Background: an optimization exercise with open tools, aiming at small area, a short achievable clock period and few clock cycles per item. Do not read the settings as production practice. Function was checked by simulation only, so behaviour that the tests miss may differ from the original.

File: flow/design.v
`timescale 1ns / 1ps
`default_nettype none
package c2s_pkg;
  localparam int unsigned GUARD_BITS = 8;
  localparam int unsigned ATAN_ENTRIES = 24;
  typedef logic [31:0] turn_t;
  localparam turn_t HALF_TURN = 32'h8000_0000;
  localparam turn_t PSI_WRAP  = 32'hC000_0000;
  function automatic turn_t atan_turns(int unsigned i);
    case (i)
      0: atan_turns = 32'd536870912;
      1: atan_turns = 32'd316933406;
      2: atan_turns = 32'd167458907;
      3: atan_turns = 32'd85004756;
      4: atan_turns = 32'd42667331;
      5: atan_turns = 32'd21354465;
      6: atan_turns = 32'd10679838;
      7: atan_turns = 32'd5340245;
      8: atan_turns = 32'd2670163;
      9: atan_turns = 32'd1335087;
      10: atan_turns = 32'd667544;
      11: atan_turns = 32'd333772;
      12: atan_turns = 32'd166886;
      13: atan_turns = 32'd83443;
      14: atan_turns = 32'd41722;
      15: atan_turns = 32'd20861;
      16: atan_turns = 32'd10430;
      17: atan_turns = 32'd5215;
      18: atan_turns = 32'd2608;
      19: atan_turns = 32'd1304;
      20: atan_turns = 32'd652;
      21: atan_turns = 32'd326;
      22: atan_turns = 32'd163;
      23: atan_turns = 32'd81;
      default: atan_turns = 32'd0;
    endcase
  endfunction
  function automatic logic [63:0] div_floor_u64(logic [63:0] num, logic [63:0] den);
    logic [63:0] quo;
    logic [64:0] rem;
    quo = '0;
    rem = '0;
    for (int k = 63; k >= 0; k = k - 1) begin
      rem = {rem[63:0], num[k]};
      if (rem >= {1'b0, den}) begin
        rem    = rem - {1'b0, den};
        quo[k] = 1'b1;
      end
    end
    div_floor_u64 = quo;
  endfunction
  function automatic turn_t gain_inv_q31(int unsigned n);
    logic [63:0] p;
    logic [63:0] r;
    logic [63:0] bm;
    p  = 64'd1 << 62;
    r  = '0;
    bm = 64'd1 << 62;
    for (int i = 0; i < ATAN_ENTRIES; i = i + 1) begin
      if (i < n) begin
        p = p - div_floor_u64(p, (64'd1 << (2 * i)) + 64'd1);
      end
    end
    for (int k = 0; k < 32; k = k + 1) begin
      if (bm > p) begin
        bm = bm >> 2;
      end
    end
    for (int k = 0; k < 32; k = k + 1) begin
      if (bm != 0) begin
        if (p >= r + bm) begin
          p = p - (r + bm);
          r = (r >> 1) + bm;
        end else begin
          r = r >> 1;
        end
        bm = bm >> 2;
      end
    end
    gain_inv_q31 = r[31:0];
  endfunction
endpackage
`default_nettype wire
`timescale 1ns / 1ps
`default_nettype none
module c2s_cordic_cell #(
  parameter int unsigned W     = 35,
  parameter int unsigned STAGE = 0,
  parameter int unsigned SBW   = 1
) (
  input  wire logic                clk_i,
  input  wire logic                rst_ni,
  input  wire logic                valid_i,
  output      logic                ready_o,
  input  wire logic signed [W-1:0] a_i,
  input  wire logic signed [W-1:0] b_i,
  input  wire c2s_pkg::turn_t      ang_i,
  input  wire logic [SBW-1:0]      sb_i,
  output      logic                valid_o,
  input  wire logic                ready_i,
  output      logic signed [W-1:0] a_o,
  output      logic signed [W-1:0] b_o,
  output      c2s_pkg::turn_t      ang_o,
  output      logic [SBW-1:0]      sb_o
);
  logic                valid_q;
  logic signed [W-1:0] a_q, a_d;
  logic signed [W-1:0] b_q, b_d;
  c2s_pkg::turn_t      ang_q, ang_d;
  logic [SBW-1:0]      sb_q;
  logic signed [W-1:0] a_sh, b_sh;
  localparam c2s_pkg::turn_t ATAN = c2s_pkg::atan_turns(STAGE);
  assign ready_o = !valid_q || ready_i;
  always_comb begin
    a_sh = a_i >>> STAGE;
    b_sh = b_i >>> STAGE;
    if (!b_i[W-1]) begin
      a_d   = a_i + b_sh;
      b_d   = b_i - a_sh;
      ang_d = ang_i + ATAN;
    end else begin
      a_d   = a_i - b_sh;
      b_d   = b_i + a_sh;
      ang_d = ang_i - ATAN;
    end
  end
  always_ff @(posedge clk_i or negedge rst_ni) begin
    if (!rst_ni) begin
      valid_q <= 1'b0;
    end else if (ready_o) begin
      valid_q <= valid_i;
    end
  end
  always_ff @(posedge clk_i) begin
    if (valid_i && ready_o) begin
      a_q   <= a_d;
      b_q   <= b_d;
      ang_q <= ang_d;
      sb_q  <= sb_i;
    end
  end
  assign valid_o = valid_q;
  assign a_o     = a_q;
  assign b_o     = b_q;
  assign ang_o   = ang_q;
  assign sb_o    = sb_q;
endmodule
`default_nettype wire
`timescale 1ns / 1ps
`default_nettype none
module c2s_gain #(
  parameter int unsigned DW          = 34,
  parameter int unsigned SBW         = 1,
  parameter logic [31:0] KINV        = 32'd1304065748
) (
  input  wire logic           clk_i,
  input  wire logic           rst_ni,
  input  wire logic           valid_i,
  output      logic           ready_o,
  input  wire logic [DW-1:0]  a_i,
  input  wire logic [SBW-1:0] sb_i,
  output      logic           valid_o,
  input  wire logic           ready_i,
  output      logic [DW-1:0]  res_o,
  output      logic [SBW-1:0] sb_o
);
  localparam int unsigned PW = DW + 16;
  localparam logic [PW:0] RND = (PW + 1)'(1) << 14;
  logic           vld_a_q, vld_b_q;
  logic           rdy_b;
  logic [PW-1:0]  a_ext;
  logic [PW-1:0]  hi_q, lo_q;
  logic [SBW-1:0] sb_a_q, sb_b_q;
  logic [PW:0]    sum;
  logic [DW-1:0]  res_q;
  assign rdy_b   = !vld_b_q || ready_i;
  assign ready_o = !vld_a_q || rdy_b;
  assign a_ext   = PW'(a_i);
  assign sum = {1'b0, hi_q} + (PW + 1)'(lo_q >> 16) + RND;
  always_ff @(posedge clk_i or negedge rst_ni) begin
    if (!rst_ni) begin
      vld_a_q <= 1'b0;
      vld_b_q <= 1'b0;
    end else begin
      if (ready_o) begin
        vld_a_q <= valid_i;
      end
      if (rdy_b) begin
        vld_b_q <= vld_a_q;
      end
    end
  end
  always_ff @(posedge clk_i) begin
    if (valid_i && ready_o) begin
      hi_q   <= a_ext * PW'(KINV[31:16]);
      lo_q   <= a_ext * PW'(KINV[15:0]);
      sb_a_q <= sb_i;
    end
  end
  always_ff @(posedge clk_i) begin
    if (vld_a_q && rdy_b) begin
      res_q  <= sum[DW+14:15];
      sb_b_q <= sb_a_q;
    end
  end
  assign valid_o = vld_b_q;
  assign res_o   = res_q;
  assign sb_o    = sb_b_q;
endmodule
`default_nettype wire
`timescale 1ns / 1ps
`default_nettype none
module cartesian_to_spherical_core #(
  parameter int unsigned COORD_WIDTH   = 24,
  parameter int unsigned ANGLE_WIDTH   = 16,
  parameter int unsigned CORDIC_STAGES = 16
) (
  input  wire logic                          clk_i,
  input  wire logic                          rst_ni,
  input  wire logic                          cart_valid_i,
  output      logic                          cart_ready_o,
  input  wire logic signed [COORD_WIDTH-1:0] cart_x_i,
  input  wire logic signed [COORD_WIDTH-1:0] cart_y_i,
  input  wire logic signed [COORD_WIDTH-1:0] cart_z_i,
  output      logic                          sph_valid_o,
  input  wire logic                          sph_ready_i,
  output      logic [ANGLE_WIDTH-1:0]        sph_theta_o,
  output      logic [ANGLE_WIDTH-1:0]        sph_psi_o,
  output      logic [COORD_WIDTH-1:0]        sph_radius_o,
  output      logic                          sph_zero_vector_o
);
  localparam int unsigned CW   = COORD_WIDTH;
  localparam int unsigned AW   = ANGLE_WIDTH;
  localparam int unsigned GB   = c2s_pkg::GUARD_BITS;
  localparam int unsigned EXT  = 3;
  localparam int unsigned W    = CW + GB + EXT;
  localparam int unsigned DW   = W - 1;
  localparam int unsigned NC   = (CORDIC_STAGES < c2s_pkg::ATAN_ENTRIES) ?
                                 CORDIC_STAGES : c2s_pkg::ATAN_ENTRIES;
  localparam int unsigned SH   = 32 - AW;
  localparam logic [31:0] KINV = c2s_pkg::gain_inv_q31(NC);
  localparam int unsigned SB1  = CW + 2;
  localparam int unsigned SG1  = AW + CW + 1;
  localparam int unsigned SB2  = AW + 1;
  localparam int unsigned SG2  = 2 * AW + 1;
  localparam c2s_pkg::turn_t ANG_RND = c2s_pkg::turn_t'(1) << (SH - 1);
  localparam logic [DW:0] RHO_RND = (DW + 1)'(1) << (GB - 1);
  localparam logic [AW-1:0] HALF_ANGLE = AW'(1) << (AW - 1);
  logic                s0_vld_q, s0_rdy;
  logic signed [W-1:0] x_w, y_w;
  logic                x_neg, xy_zero, all_zero;
  logic [NC:0]                p1_vld;
  logic [NC:0]                p1_rdy;
  logic [NC:0][W-1:0]         p1_a;
  logic [NC:0][W-1:0]         p1_b;
  logic [NC:0][31:0]          p1_ang;
  logic [NC:0][SB1-1:0]       p1_sb;
  assign x_w      = {{EXT{cart_x_i[CW-1]}}, cart_x_i, {GB{1'b0}}};
  assign y_w      = {{EXT{cart_y_i[CW-1]}}, cart_y_i, {GB{1'b0}}};
  assign x_neg    = cart_x_i[CW-1];
  assign xy_zero  = (cart_x_i == '0) && (cart_y_i == '0);
  assign all_zero = xy_zero && (cart_z_i == '0);
  assign s0_rdy       = !s0_vld_q || p1_rdy[0];
  assign cart_ready_o = s0_rdy;
  always_ff @(posedge clk_i or negedge rst_ni) begin
    if (!rst_ni) begin
      s0_vld_q <= 1'b0;
    end else if (s0_rdy) begin
      s0_vld_q <= cart_valid_i;
    end
  end
  always_ff @(posedge clk_i) begin
    if (cart_valid_i && s0_rdy) begin
      p1_a[0]   <= x_neg ? -x_w : x_w;
      p1_b[0]   <= x_neg ? -y_w : y_w;
      p1_ang[0] <= x_neg ? c2s_pkg::HALF_TURN : '0;
      p1_sb[0]  <= {cart_z_i, all_zero, xy_zero};
    end
  end
  assign p1_vld[0] = s0_vld_q;
  for (genvar i = 0; i < NC; i++) begin : g_pass1
    c2s_cordic_cell #(
      .W     (W),
      .STAGE (i),
      .SBW   (SB1)
    ) u_cell (
      .clk_i   (clk_i),
      .rst_ni  (rst_ni),
      .valid_i (p1_vld[i]),
      .ready_o (p1_rdy[i]),
      .a_i     (p1_a[i]),
      .b_i     (p1_b[i]),
      .ang_i   (p1_ang[i]),
      .sb_i    (p1_sb[i]),
      .valid_o (p1_vld[i+1]),
      .ready_i (p1_rdy[i+1]),
      .a_o     (p1_a[i+1]),
      .b_o     (p1_b[i+1]),
      .ang_o   (p1_ang[i+1]),
      .sb_o    (p1_sb[i+1])
    );
  end
  c2s_pkg::turn_t th_sum;
  logic [AW-1:0]  theta_r;
  logic [DW-1:0]  g1_a;
  logic           g1_vld, s2_rdy;
  logic [DW-1:0]  g1_r;
  logic [SG1-1:0] g1_sb;
  assign th_sum  = p1_ang[NC] + ANG_RND;
  assign theta_r = p1_sb[NC][0] ? '0 : th_sum[31:SH];
  assign g1_a    = p1_a[NC][W-1] ? '0 : p1_a[NC][DW-1:0];
  c2s_gain #(
    .DW   (DW),
    .SBW  (SG1),
    .KINV (KINV)
  ) u_gain_r (
    .clk_i   (clk_i),
    .rst_ni  (rst_ni),
    .valid_i (p1_vld[NC]),
    .ready_o (p1_rdy[NC]),
    .a_i     (g1_a),
    .sb_i    ({theta_r, p1_sb[NC][SB1-1:1]}),
    .valid_o (g1_vld),
    .ready_i (s2_rdy),
    .res_o   (g1_r),
    .sb_o    (g1_sb)
  );
  logic                s2_vld_q;
  logic signed [W-1:0] z_w, r_w;
  logic                z_neg;
  logic [NC:0]                p2_vld;
  logic [NC:0]                p2_rdy;
  logic [NC:0][W-1:0]         p2_a;
  logic [NC:0][W-1:0]         p2_b;
  logic [NC:0][31:0]          p2_ang;
  logic [NC:0][SB2-1:0]       p2_sb;
  assign z_w    = {{EXT{g1_sb[CW]}}, g1_sb[CW:1], {GB{1'b0}}};
  assign r_w    = {1'b0, g1_r};
  assign z_neg  = g1_sb[CW];
  assign s2_rdy = !s2_vld_q || p2_rdy[0];
  always_ff @(posedge clk_i or negedge rst_ni) begin
    if (!rst_ni) begin
      s2_vld_q <= 1'b0;
    end else if (s2_rdy) begin
      s2_vld_q <= g1_vld;
    end
  end
  always_ff @(posedge clk_i) begin
    if (g1_vld && s2_rdy) begin
      p2_a[0]   <= z_neg ? -z_w : z_w;
      p2_b[0]   <= z_neg ? -r_w : r_w;
      p2_ang[0] <= z_neg ? c2s_pkg::HALF_TURN : '0;
      p2_sb[0]  <= {g1_sb[SG1-1:CW+1], g1_sb[0]};
    end
  end
  assign p2_vld[0] = s2_vld_q;
  for (genvar i = 0; i < NC; i++) begin : g_pass2
    c2s_cordic_cell #(
      .W     (W),
      .STAGE (i),
      .SBW   (SB2)
    ) u_cell (
      .clk_i   (clk_i),
      .rst_ni  (rst_ni),
      .valid_i (p2_vld[i]),
      .ready_o (p2_rdy[i]),
      .a_i     (p2_a[i]),
      .b_i     (p2_b[i]),
      .ang_i   (p2_ang[i]),
      .sb_i    (p2_sb[i]),
      .valid_o (p2_vld[i+1]),
      .ready_i (p2_rdy[i+1]),
      .a_o     (p2_a[i+1]),
      .b_o     (p2_b[i+1]),
      .ang_o   (p2_ang[i+1]),
      .sb_o    (p2_sb[i+1])
    );
  end
  c2s_pkg::turn_t ps_c, ps_sum;
  logic [AW-1:0]  psi_r;
  logic [DW-1:0]  g2_a;
  logic           g2_vld, out_rdy;
  logic [DW-1:0]  g2_r;
  logic [SG2-1:0] g2_sb;
  always_comb begin
    if (p2_ang[NC] >= c2s_pkg::PSI_WRAP) begin
      ps_c = '0;
    end else if (p2_ang[NC] > c2s_pkg::HALF_TURN) begin
      ps_c = c2s_pkg::HALF_TURN;
    end else begin
      ps_c = p2_ang[NC];
    end
  end
  assign ps_sum = ps_c + ANG_RND;
  assign psi_r  = ps_sum[31:SH];
  assign g2_a   = p2_a[NC][W-1] ? '0 : p2_a[NC][DW-1:0];
  c2s_gain #(
    .DW   (DW),
    .SBW  (SG2),
    .KINV (KINV)
  ) u_gain_rho (
    .clk_i   (clk_i),
    .rst_ni  (rst_ni),
    .valid_i (p2_vld[NC]),
    .ready_o (p2_rdy[NC]),
    .a_i     (g2_a),
    .sb_i    ({p2_sb[NC][SB2-1:1], psi_r, p2_sb[NC][0]}),
    .valid_o (g2_vld),
    .ready_i (out_rdy),
    .res_o   (g2_r),
    .sb_o    (g2_sb)
  );
  logic            out_vld_q;
  logic [AW-1:0]   out_theta_q, out_psi_q;
  logic [CW-1:0]   out_radius_q;
  logic            out_zero_q;
  logic [DW:0]     rho_sum;
  logic [DW-GB:0]  rho_sh;
  logic [CW-1:0]   rho_sat;
  assign rho_sum = {1'b0, g2_r} + RHO_RND;
  assign rho_sh  = rho_sum[DW:GB];
  assign rho_sat = (rho_sh[DW-GB:CW] != '0) ? '1 : rho_sh[CW-1:0];
  assign out_rdy = !out_vld_q || sph_ready_i;
  always_ff @(posedge clk_i or negedge rst_ni) begin
    if (!rst_ni) begin
      out_vld_q <= 1'b0;
    end else if (out_rdy) begin
      out_vld_q <= g2_vld;
    end
  end
  always_ff @(posedge clk_i) begin
    if (g2_vld && out_rdy) begin
      out_zero_q <= g2_sb[0];
      if (g2_sb[0]) begin
        out_theta_q  <= '0;
        out_psi_q    <= '0;
        out_radius_q <= '0;
      end else begin
        out_theta_q  <= g2_sb[SG2-1:AW+1];
        out_psi_q    <= g2_sb[AW:1];
        out_radius_q <= rho_sat;
      end
    end
  end
  assign sph_valid_o       = out_vld_q;
  assign sph_theta_o       = out_theta_q;
  assign sph_psi_o         = out_psi_q;
  assign sph_radius_o      = out_radius_q;
  assign sph_zero_vector_o = out_zero_q;
endmodule
`default_nettype wire
File: flow/run.sh
#!/bin/bash
# synth_recipe.tcl (not shown) runs the flow's synth.tcl, then flattens the netlist and writes it again
# the make line also repeats each setting of config.mk as NAME=value (left out here)
make -C /OpenROAD-flow-scripts/flow DESIGN_CONFIG=/design/flow/config.mk WORK_HOME=/design/flow/orfs CLKGATE_MAP_FILE= SYNTH_SCRIPT=/design/flow/synth_recipe.tcl finish
File: flow/config.mk
export PLATFORM = sky130hd
export DESIGN_NAME = cartesian_to_spherical_core
export DESIGN_NICKNAME = cartesian_to_spherical_core
export VERILOG_FILES = /design/flow/design.v
export SDC_FILE = /design/flow/constraint.sdc
export NUM_CORES = 4
export LEC_CHECK = 0
export CAP_MARGIN = 20
export CORE_MARGIN = 2
export CORE_UTILIZATION = 40
export SLEW_MARGIN = 20
File: flow/constraint.sdc
create_clock -name core_clock -period 10.0 [get_ports {clk_i}]
set_input_delay 2.0000 -clock core_clock [delete_from_list [all_inputs] [get_ports {clk_i}]]
set_output_delay 2.0000 -clock core_clock [all_outputs]
set_load 0.01 [all_outputs]
==> notes.md <==
-- registers in the layout (all words and copies together) (netlist names), 35 cells and up --
name                  count
u_gain_r.hi_q            48
g_pass1.u_cell.sb_q     416
g_pass2.u_cell.sb_q     272
u_gain_rho.hi_q          48
g_pass1.u_cell.ang_q    425
u_gain_r.sb_a_q          41
g_pass2.u_cell.ang_q    439
g_pass2.u_cell.b_i       35
g_pass1.u_cell.a_q      534
u_gain_r.sb_b_q          41
g_pass2.u_cell.a_q      559
g_pass2.u_cell.b_q      510
g_pass1.u_cell.b_q      488
-- logic make-up (layout without fill, tap and decap cells) --
logic type | count (synthesis) | after routing | share of synthesized area [%]
buffers and inverters | 2770 | 3656 | 3.121
XOR/XNOR | 4134 | 4134 | 10.87
other | 1 | 12 | 0.001125
AO/OA/AOI/OAI | 8031 | 8031 | 15.38
AND/OR/NAND/NOR | 9110 | 9110 | 13.19
flip-flops | 4269 | 4269 | 38.41
multiplexers | 138 | 138 | 0.4401
adder cells (fa/ha/maj) | 4463 | 4463 | 18.59
-- cell type report --
cell class / instances / area, sq um
tap: 11121 / 13910
timing repair buffer: 338 / 2959
inverter: 2415 / 9065
clock inverter: 327 / 3621
clock buffer: 576 / 12620
fill: 78257 / 465900
antenna: 6 / 15.01
sequential: 4269 / 128000
multi-input combinational: 25882 / 195100
-- layer usage --
layer	part of all wire [%]	global-route usage [%]	vias up
met2	50	35.59	4580
met4	3.7	6.358	2
met3	3.5	1.794	1305
met5	0.00082	0	-
li1	-	-	120834
met1	43	24.60	116130
-- cell usage in the layout (no fill, tap or decap), types with 127 or more instances in the layout --
cell             netlist  layout
a211oi_1             247     247
o211ai_1             154     154
nand4_1              170     170
a31oi_1              325     323
fa_1                 815     815
o21a_1               552     552
a21oi_1             2793    2793
o21ai_0             1227    1227
clkdlybuf4s50_1        0     133
nand2b_1             471     471
o41ai_1              131     130
or2_2                127     127
inv_1               2406    2406
nor3_1              1085    1085
nand2_1             1518    1518
a21o_1               909     909
nand3_1              566     566
nor2_1              3127    3126
or3_1                302     302
xnor2_1             2839    2839
xor2_1              1295    1295
nor4_1               238     235
edfxtp_1            4230    4230
o21bai_1             331     331
o31ai_1              163     163
clkbuf_16              0     488
o21ai_1              172     172
buf_4                  0     196
ha_1                3648    3648
and3_1               332     332
nor2b_1              549     521
and2_1               237     213
-- cell usage after synthesis (76+ instances only) --
master     instances  area share [%]
a21o_1           909             2.0
a211o_1           99            0.26
a21boi_0          76            0.17
o21bai_1         331            0.75
inv_1           2406             2.7
o31ai_1          163            0.37
nor3b_1           94            0.21
or2_2            127            0.24
a211oi_1         247            0.56
o21ai_0         1227             1.8
xor2_1          1295             3.4
nor2_1          3127             3.5
a21oi_1         2793             4.2
and2_1           237            0.44
o21ai_1          172            0.26
nor4_1           238            0.45
o211ai_1         154            0.35
a2111oi_0         84            0.22
nand3_1          566            0.85
nand4_1          170            0.32
clkbuf_1         303            0.34
edfxtp_1        4230              38
o41ai_1          131            0.34
or3_1            302            0.57
xnor2_1         2839             7.5
or4_1            122            0.27
a31oi_1          325            0.61
nor2b_1          549             1.0
nor3_1          1085             1.6
fa_1             815             4.9
ha_1            3648              14
o21a_1           552             1.2
nand2b_1         471            0.88
nand2_1         1518             1.7
and3_1           332            0.62
-- through the flow --
stage	hold slack (ns)	std cells	worst slack, ns
2_1_floorplan	0.4003	32921	0.6109
3_3_place_gp	0.4014	44022	1.137
3_5_place_dp	0.4045	44022	1.144
4_1_cts	0.3715	44925	1.098
5_1_grt	0.3929	44930	0.7932
6_report	0.3737	44934	1.130
-- worst max-delay path by stage --
stage / to / slack [ns] / cells past startpoint
3_3_place_gp: cart_ready_o / 1.14 / 13
5_1_grt: cart_ready_o / 0.79 / 13
3_5_place_dp: cart_ready_o / 1.14 / 13
4_1_cts: cart_ready_o / 1.10 / 13
2_1_floorplan: g_pass1[10].u_cell.a_q[0]$_DFFE_PP_ / 0.61 / 7
6_report: cart_ready_o / 1.13 / 13
==> results.py <==
metrics = {
    "worst_setup_path": {
        "cp_num_buf_inv": 3,
        "endpoint_kind": "output port",
        "worstSetupPathType": "input pin to output port",
        "r2r-end": "u_gain_rho.hi_q[45]$_DFFE_PP_",
        "cp.arrival_ns": 6.87,
        "reg2regPathDepth": 21,
        "critPathLaunch": "sph_ready_i",
        "r2r-start": "g_pass2[15].u_cell.a_q[34]$_DFFE_PP_",
        "cp-start-kind": "input pin",
        "crit_slowest_cell": "clkdlybuf4s50_1",
        "critPathTopFamily": "simple AND/OR/NAND/NOR gates",
        "max_stage_delay_ns": 0.60,
        "cp.required_ns": 8.00,
        "path_cells": "clkdlybuf4s50_1, and4b_1, and3_1, nand2_1, nor3_1, buf_4, nand3_1, nor2_1, and3_1, nand4_1, nor2_1, nand4_1, clkdlybuf4s50_1",
        "path_max_fanout": 7,
        "ff2ff_setup_slack_ns": 1.98,
    },
    "floorplan": {
        "die-area_sq_um": 840400,
        "io_pins": 135,
        "core_sq_um": 831200,
        "start_util_pct": 40.09,
        "fp.dieH_um": 916.7,
        "row_count": 335,
        "fp.dieW_um": 916.7,
    },
    "cts": {
        "clock_path_buffers": 4,
        "cts.sinks": 4269,
        "numCtsBuffers": 484,
        "cts-htree-levels": 5,
        "cts_setup_buffers": 0,
        "ctsResizeCount": 0,
        "root_buffer": "clkbuf_16",
        "clkTransAtPathRegs_ns": 0.06,
        "cts_tree": "built",
        "clk_latency_ns": 1.08,
        "postCtsHoldBufs": 0,
    },
    "global_route": {
        "grt_pass1_vias": 238834,
        "grt_usage_pct": 19.64,
        "grt_overflow": 0,
        "grt_pass1_wl_mm": 1334,
        "grt_max_degree": 122,
        "antenna_found_initial": 16,
    },
    "timing": {
        "fmaxAchievable_ghz": 0.1127,
        "fin_crit_sh_pct": 88.70,
        "finClkSkew_ns": 0.06864,
        "tns_ns": 0,
        "slew_headroom_pct": 18.18,
        "hold_viol_final": 0,
        "rsz0062_at_grt": "no",
        "setup_viol": 0,
        "tightest_slew_ns": 1.216,
        "slew_viol_final": 0,
        "finalCriticalPeriod_ns": 8.870,
    },
    "logic_synthesis": {
        "synth_area_sq_um": 333200,
        "ys_ff_latch": 4269,
        "yosysSeqAreaShare_pct": 38.41,
        "synthArstFlopShare_pct": 0.9136,
        "synth_edf_count": 4230,
        "synthCells": 32916,
        "yosys.cell_types.count": 105,
        "synthFlopType": "edfxtp_1",
        "avgSynthCellArea_sq_um": 10.12,
        "ys_warn_count": 35,
    },
    "job": {
        "cap_viol_max_count": 0,
    },
    "worst_hold_path": {
        "hold_start": "u_gain_r.sb_b_q[0]$_DFFE_PP_",
        "hp-class": "register to register",
        "holdPathEnd": "p2_sb[0]$_DFFE_PP_",
        "worst_hold_path.num_cells": 0,
    },
    "run_status": {
        "status": "complete, no violations",
    },
    "placement": {
        "hpwl_mm": 689.1,
        "portBuffers": 134,
        "place_area_sq_um": 349000,
        "gp_congestion": 0.9178,
    },
    "route": {
        "first_iter_violations": 16106,
        "firstDrtPassIters": 8,
        "vias": 242851,
        "ant_nets": 0,
        "drcViolationCount": 0,
        "wl_per_cell_um": 18.97,
        "wl_mm": 852.6,
        "vias_per_cell": 5.405,
    },
    "layout": {
        "final_core_utilization_pct": 43.95,
        "syn_to_final_growth_pct": 9.633,
        "fin_nets": 37929,
        "final_layout_size_suffix_gt1_share_pct": 3.902,
        "fin_area_sq_um": 365300,
    },
}
Testbench counts, summed over its fixed seeds: cycles 8,504, items 8,192.

what the ideal ports hide:
The results above use ideal ports. As a check the final layout listed here was re-extracted and re-timed, cells and wires unchanged. Step 1: set_driving_cell puts a clkbuf_16 on clk_i and a buf_2 on each other input, an assumption about the parent block. Step 2 moves the port delays by t, midway between the first and last clock arrival at a register: inputs arrive t later, outputs are due t later. That takes back most of the time a late clock gives input paths. a / b / c = ideal ports / drivers / drivers and shift; a / b = the first two.
shift t [ns]: 1.215
setup slack, ns: 1.130 / 0.979 / 0.979
clock arrival spread, ns: 0.089 / 0.088
After both steps setup and hold are still met in this run. For this run, drivers alone change the setup slack by -0.151 ns; drivers and shift together by -0.151 ns.
